This is an optimization exercise on Yosys and OpenROAD, whose aim is small area, a short achievable clock period and few clock cycles, not a production implementation.
In this exercise RTL edits were held to simulation tests only and were not proved equivalent to the original.
Power figures rest on the tool's default switching activity, not on a simulated workload.

[design/flow/run.sh]
#!/bin/bash
# synth_recipe.tcl (not shown) runs the flow's synth.tcl, then flattens the netlist and writes it again
# the make line also repeats each setting of config.mk as NAME=value (left out here)
make -C /OpenROAD-flow-scripts/flow DESIGN_CONFIG=/design/flow/config.mk WORK_HOME=/design/flow/orfs CLKGATE_MAP_FILE= SYNTH_SCRIPT=/design/flow/synth_recipe.tcl finish
[design/flow/config.mk]
export PLATFORM = sky130hd
export DESIGN_NAME = rgb2ac1c2_stream_ctrl
export DESIGN_NICKNAME = rgb2ac1c2_stream_ctrl
export VERILOG_FILES = /design/flow/design.v
export SDC_FILE = /design/flow/constraint.sdc
export NUM_CORES = 4
export LEC_CHECK = 0
export CAP_MARGIN = 20
export CORE_MARGIN = 2
export CORE_UTILIZATION = 40
export SLEW_MARGIN = 20
[design/flow/constraint.sdc]
create_clock -name core_clock -period 6.0 [get_ports {i_clk}]
set_input_delay 1.2000 -clock core_clock [delete_from_list [all_inputs] [get_ports {i_clk}]]
set_output_delay 1.2000 -clock core_clock [all_outputs]
set_load 0.01 [all_outputs]
[design/flow/design.v]
module rgb2ac1c2_stream_ctrl #(
    parameter int unsigned WIDTH  = 640,
    parameter int unsigned HEIGHT = 480
) (
    input  logic        i_clk,
    input  logic        i_rst,
    input  logic        i_start,
    input  logic        i_coef_we,
    input  logic [3:0]  i_coef_addr,
    input  logic [15:0] i_coef_data,
    input  logic        i_valid,
    output logic        o_ready,
    input  logic [7:0]  i_R,
    input  logic [7:0]  i_G,
    input  logic [7:0]  i_B,
    output logic        o_valid,
    input  logic        i_ready,
    output logic [31:0] o_A,
    output logic [31:0] o_C1,
    output logic [31:0] o_C2,
    output logic        o_sof,
    output logic        o_eol,
    output logic        o_eof,
    output logic        o_busy,
    output logic        o_done
);
    localparam int unsigned COL_W = (WIDTH  > 1) ? $clog2(WIDTH)  : 1;
    localparam int unsigned ROW_W = (HEIGHT > 1) ? $clog2(HEIGHT) : 1;
    localparam logic [COL_W-1:0] COL_LAST = COL_W'(WIDTH - 1);
    localparam logic [ROW_W-1:0] ROW_LAST = ROW_W'(HEIGHT - 1);
    typedef enum logic [1:0] {
        IDLE  = 2'd0,
        RUN   = 2'd1,
        FLUSH = 2'd2
    } state_t;
    state_t              state;
    logic [COL_W-1:0]    col;
    logic [ROW_W-1:0]    row;
    logic signed [15:0]  coef [9];
    logic                s1_valid;
    logic                s1_sof;
    logic                s1_eol;
    logic                s1_eof;
    logic signed [24:0]  s1_p [9];
    logic                advance;
    logic                accept;
    logic                last_px;
    logic                drained;
    logic signed [8:0]   px [3];
    assign px[0] = $signed({1'b0, i_R});
    assign px[1] = $signed({1'b0, i_G});
    assign px[2] = $signed({1'b0, i_B});
    assign advance = !o_valid || i_ready;
    assign o_ready = (state == RUN) && advance;
    assign accept  = i_valid && o_ready;
    assign last_px = (col == COL_LAST) && (row == ROW_LAST);
    assign drained = !s1_valid && (!o_valid || i_ready);
    function automatic logic signed [24:0] sum3(
        input logic signed [24:0] a,
        input logic signed [24:0] b,
        input logic signed [24:0] c
    );
        sum3 = a + b + c;
    endfunction
    function automatic logic [31:0] fmt(input logic signed [24:0] s);
        logic [24:0] v;
        v = s;
        fmt = {4'b0, v, 3'b0};
    endfunction
    always_ff @(posedge i_clk) begin
        if (i_rst) begin
            state  <= IDLE;
            col    <= '0;
            row    <= '0;
            o_busy <= 1'b0;
            o_done <= 1'b0;
        end else begin
            o_done <= 1'b0;
            case (state)
                IDLE: begin
                    if (i_start) begin
                        state  <= RUN;
                        o_busy <= 1'b1;
                        col    <= '0;
                        row    <= '0;
                    end
                end
                RUN: begin
                    if (accept) begin
                        if (col == COL_LAST) begin
                            col <= '0;
                            row <= (row == ROW_LAST) ? '0 : row + 1'b1;
                        end else begin
                            col <= col + 1'b1;
                        end
                        if (last_px) begin
                            state <= FLUSH;
                        end
                    end
                end
                FLUSH: begin
                    if (drained) begin
                        state  <= IDLE;
                        o_busy <= 1'b0;
                        o_done <= 1'b1;
                    end
                end
                default: begin
                    state  <= IDLE;
                    o_busy <= 1'b0;
                end
            endcase
        end
    end
    always_ff @(posedge i_clk) begin
        if (i_rst) begin
            coef[0] <= 16'sd7865;
            coef[1] <= 16'sd15462;
            coef[2] <= 16'sd1638;
            coef[3] <= 16'sd1383;
            coef[4] <= -16'sd1636;
            coef[5] <= 16'sd254;
            coef[6] <= 16'sd477;
            coef[7] <= 16'sd942;
            coef[8] <= -16'sd1415;
        end else if ((state == IDLE) && i_coef_we) begin
            for (int k = 0; k < 9; k++) begin
                if (i_coef_addr == 4'(k)) begin
                    coef[k] <= $signed(i_coef_data);
                end
            end
        end
    end
    always_ff @(posedge i_clk) begin
        if (i_rst) begin
            s1_valid <= 1'b0;
            s1_sof   <= 1'b0;
            s1_eol   <= 1'b0;
            s1_eof   <= 1'b0;
            for (int k = 0; k < 9; k++) begin
                s1_p[k] <= '0;
            end
            o_valid  <= 1'b0;
            o_A      <= '0;
            o_C1     <= '0;
            o_C2     <= '0;
            o_sof    <= 1'b0;
            o_eol    <= 1'b0;
            o_eof    <= 1'b0;
        end else if (advance) begin
            s1_valid <= accept;
            s1_sof   <= (col == '0) && (row == '0);
            s1_eol   <= (col == COL_LAST);
            s1_eof   <= last_px;
            for (int k = 0; k < 9; k++) begin
                s1_p[k] <= 25'(coef[k]) * 25'(px[k % 3]);
            end
            o_valid  <= s1_valid;
            o_A      <= fmt(sum3(s1_p[0], s1_p[1], s1_p[2]));
            o_C1     <= fmt(sum3(s1_p[3], s1_p[4], s1_p[5]));
            o_C2     <= fmt(sum3(s1_p[6], s1_p[7], s1_p[8]));
            o_sof    <= s1_sof;
            o_eol    <= s1_eol;
            o_eof    <= s1_eof;
        end
    end
endmodule
==> summary.txt <==
Die
  – Die Wd: 399 µm
  – Core Area: 156000 µm²
  – Full die area: 159000 µm²
  – Starting Density: 40.1%
  – I/O pins: 153
  – Die height: 399 µm
  – Cell Rows: 145

Layout
  – Final net count: 9374
  – Synth-to-layout area growth: 14.7%
  – Layout cell share with drive strength beyond 1: 9.03%

Routing
  – Avg Vias per Cell: 5.01
  – WL met2: 83000 µm
  – Routed vias: 49732
  – WL met3: 9320 µm
  – DR pass1 iterations: 8
  – DR iter-0 viols: 2685
  – WL/cell: 17.5 µm
  – Final wirelength: 174000 µm
  – Routed Antenna Nets: 0
  – DR top layer: met5
  – DRC Markers: 0
  – Wl on met1: 72900 µm

Global route
  – Pin count of the biggest net entering global routing: 148
  – Vias in the first global route: 51333
  – First-pass GRT wire length: 279000 µm
  – Grt total ovfl: 0
  – GRT Util Overall: 22.3%
  – Initial antenna violation count: 8

STA
  – Tightest Pin Transition: 1.10 ns
  – Setup Viol. Count Final: 0
  – Final Cycle Share: 96.8%
  – Final Hold Fails: 0
  – RSZ-0062 raised after global routing: no
  – Fin Clk Skew: 0.0567 ns
  – Max Clk Rate: 172 MHz
  – Rel. slew slack: 26.4%
  – Final Max Tran Viols: 0
  – Hold WS: 0.449 ns
  – Final min period: 5.81 ns

Yosys
  – Seq/Total Area, Yosys: 15.2%
  – Ys Warns: 4
  – Top post-synthesis cells by count: inv_1 (1408), nand2_1 (1253), fa_1 (993)
  – Avg Inst Size Synth: 8.42 µm²
  – Post-synth top area share: 31.8%
  – Ys flop type: dfxtp_1
  – Yosys reg bits: 475
  – Largest cells by area after synthesis: fa_1 (32%), dfxtp_1 (15%), ha_1 (10%)
  – Asr flop ratio synth: 0%
  – Post-Syn Area: 62500 µm²
  – Mapped Cells: 7422
  – EDFF count, synth: 0
  – Most numerous cell in the Yosys netlist: inv_1
  – Dominant cell type by area after synthesis: fa_1
  – Netlist cell types: 79

Power and ir drop
  – Switching power: 11.6 mW
  – Switching share of power: 44.0%
  – Clock Power Share: 15.6%
  – PD cells: 368 nW/µm²
  – Comb pwr share: 67.4%
  – Power share of the sequential group: 17.0%
  – Peak supply drop: 0.306 mV
  – Power Total: 26.4 mW
  – Int Power: 14.8 mW
  – P_leak: 36.1 nW

Critical path
  – CP Class: primary input to flip-flop
  – Cell family with most CP delay: adder cells
  – Nature of the critical path startpoint: primary input
  – CP Capture Type: flip-flop
  – CP max stage cell: fa_1
  – Most numerous cell on the critical path: fa_1
  – Worst Path Buf+Inv: 6
  – Worst EP required: 6.59 ns
  – Max incr delay on CP: 0.55 ns
  – Arrival @ worst endpoint: 6.40 ns
  – Worst R2R Setup Slack: 0.76 ns
  – Crit path cell chain: clkdlybuf4s50_1 > buf_4 > buf_8 > nand2_1 > fa_1 > fa_1 > inv_1 > fa_1 > inv_1 > fa_1 > inv_1 > ha_1 > nand3_1 > o22ai_1 > o2111a_1 > o21ai_0 > a21oi_1 > o221ai_1 > nand3b_1 > a21o_1 > a32o_1
  – Critical Path Fanout Max: 20

Clock tree
  – Htree depth: 2
  – CTS Buffer Depth: 3
  – Count of cells resized by post-cts repair: 0
  – Worst skew pair latency: 0.72 ns
  – CTS tree: done
  – Clock Sink Count: 475
  – CTS buffer count: 60
  – Post-CTS Setup Inserts: 0
  – Root buffer cell: clkbuf_16
  – Hold-fix buffers, CTS: 0
  – Worst-path clk slew: 0.06 ns

Run status
  – Status: finished clean

Job
  – Max-Cap Viols: 0

Placement
  – Hpwl dp: 137000 µm
  – RD Place Congestion: 0.903
  – Buffers added on ports: 131

Hold path
  – Hold Crit Class: flip-flop to flip-flop
==> cell families after synthesis <==
| family | Yosys count | synth area share [%] |
|---|---|---|
| AOI/OAI and AO/OA | 971 | 9.58 |
| xor gates and xnor gates | 255 | 3.58 |
| adders and majority gates | 1516 | 42.3 |
| buffers and inverters | 1764 | 10.7 |
| DFF | 475 | 15.2 |
| muxes | 38 | 0.613 |
| other | 1 | 0.00600 |
| and+or+nand+nor | 2402 | 18.0 |
==> layer usage <==
layer  global-route usage, %  up-vias
met3                    2.79      285
li1                        -    23546
met1                    28.3    24778
met2                    38.0     1117
met5                       0        -
met4                    9.67        6
==> registers in the layout, indices dropped and copies added (netlist names) <==
register,flops
s1_p,225
o_eol,1
col,10
o_C1,25
row,9
coef,144
state,2
s1_eol,1
s1_sof,1
o_A,25
s1_valid,1
o_done,1
o_valid,1
o_sof,1
o_C2,25
s1_eof,1
o_busy,1
o_eof,1
==> tightest hold or removal path: cells and delay by family (launching register included) <==
family           cells  cell delay [ns]
AND/OR/NAND/NOR      1             0.05
flip-flops           1             0.31
AO/OA/AOI/OAI        1             0.05
==> worst paths after layout <==
path	from	cells past startpoint	end
max	i_B[4]	21	s1_p[5][23]
min	o_C1[15]	2	o_C1[15]
max reg2reg	coef[0][4]	18	s1_p[0][20]
min reg2reg	o_C1[15]	2	o_C1[15]
==> placed cells by master, fill, tap and decap left out, types with 118 or more instances in the layout <==
cell type  count
a21oi_1      411
and2_1       633
buf_4        496
dfxtp_1      475
fa_1         993
ha_1         523
inv_1       1408
nand2_1     1252
nand3_1      118
nor2_1       207
o21ai_0      168
xnor2_1      172
==> final cells by class <==
type / count / area, µm²
Multi-Input combinational cell: 5203 / 46400
Timing Repair Buffer: 659 / 5570
Inverter: 1409 / 5290
Tap cell: 2058 / 2570
Sequential cell: 475 / 9510
Clock inverter: 37 / 562
Clock buffer: 76 / 1680
Fill cell: 15272 / 84000
Antenna cell: 2 / 5.00
==> power groups by stage <==
stage               Combinational, mW  Sequential (mW)  Clock (mW)
finish                           17.8             4.48        4.10
floorplan                        11.4             4.32           0
CTS                              17.9             4.49        4.19
global route                     20.1             4.54        4.30
global placement                 17.5             4.55           0
detailed placement               17.8             4.56           0
==> stage by stage <==
stage | TNS (ns) | setup slack [ns] | cell area, µm² | utilization (%) | std cells
2_1_floorplan | -0.0565 | -0.0565 | 62600 | - | 7442
3_3_place_gp | -22.20 | -0.583 | 69300 | 44.5 | 9804
3_5_place_dp | -26.39 | -0.625 | 69300 | 44.5 | 9804
4_1_cts | 0 | 0.154 | 71600 | 46.0 | 9917
5_1_grt | 0 | 0.00106 | 71600 | 46.0 | 9917
6_report | 0 | 0.190 | 71600 | 46.0 | 9919
Testbench counts, summed over its fixed seeds: cycles 1,228,848.

[port drivers added, routing unchanged]
The flow's constraints put no driver on any port. The routed layout listed below was extracted and timed again, unchanged, in two steps.
Step 1 (the two cells are an assumption about what drives the block):
set clk [get_ports {i_clk}]
set_driving_cell -lib_cell sky130_fd_sc_hd__clkbuf_16 $clk
set_driving_cell -lib_cell sky130_fd_sc_hd__buf_2 [delete_from_list [all_inputs] $clk]
Step 2 times the ports against the registers' clock, not the clock port: input delays grow and output delays shrink by t, the midpoint of the rising clock arrivals with the driver on.
a / b / c = no drivers / after step 1 / after step 2; a / b = the first two.
t (ns): 0.766
setup WS [ns]: 0.190 / 0.232 / -0.533
worst data-port slew with drivers (ns): 0.15
With both steps, setup timing fails in this run, where it was met with ideal ports. For this run, drivers alone change the setup slack by +0.042 ns; drivers and shift together by -0.723 ns.
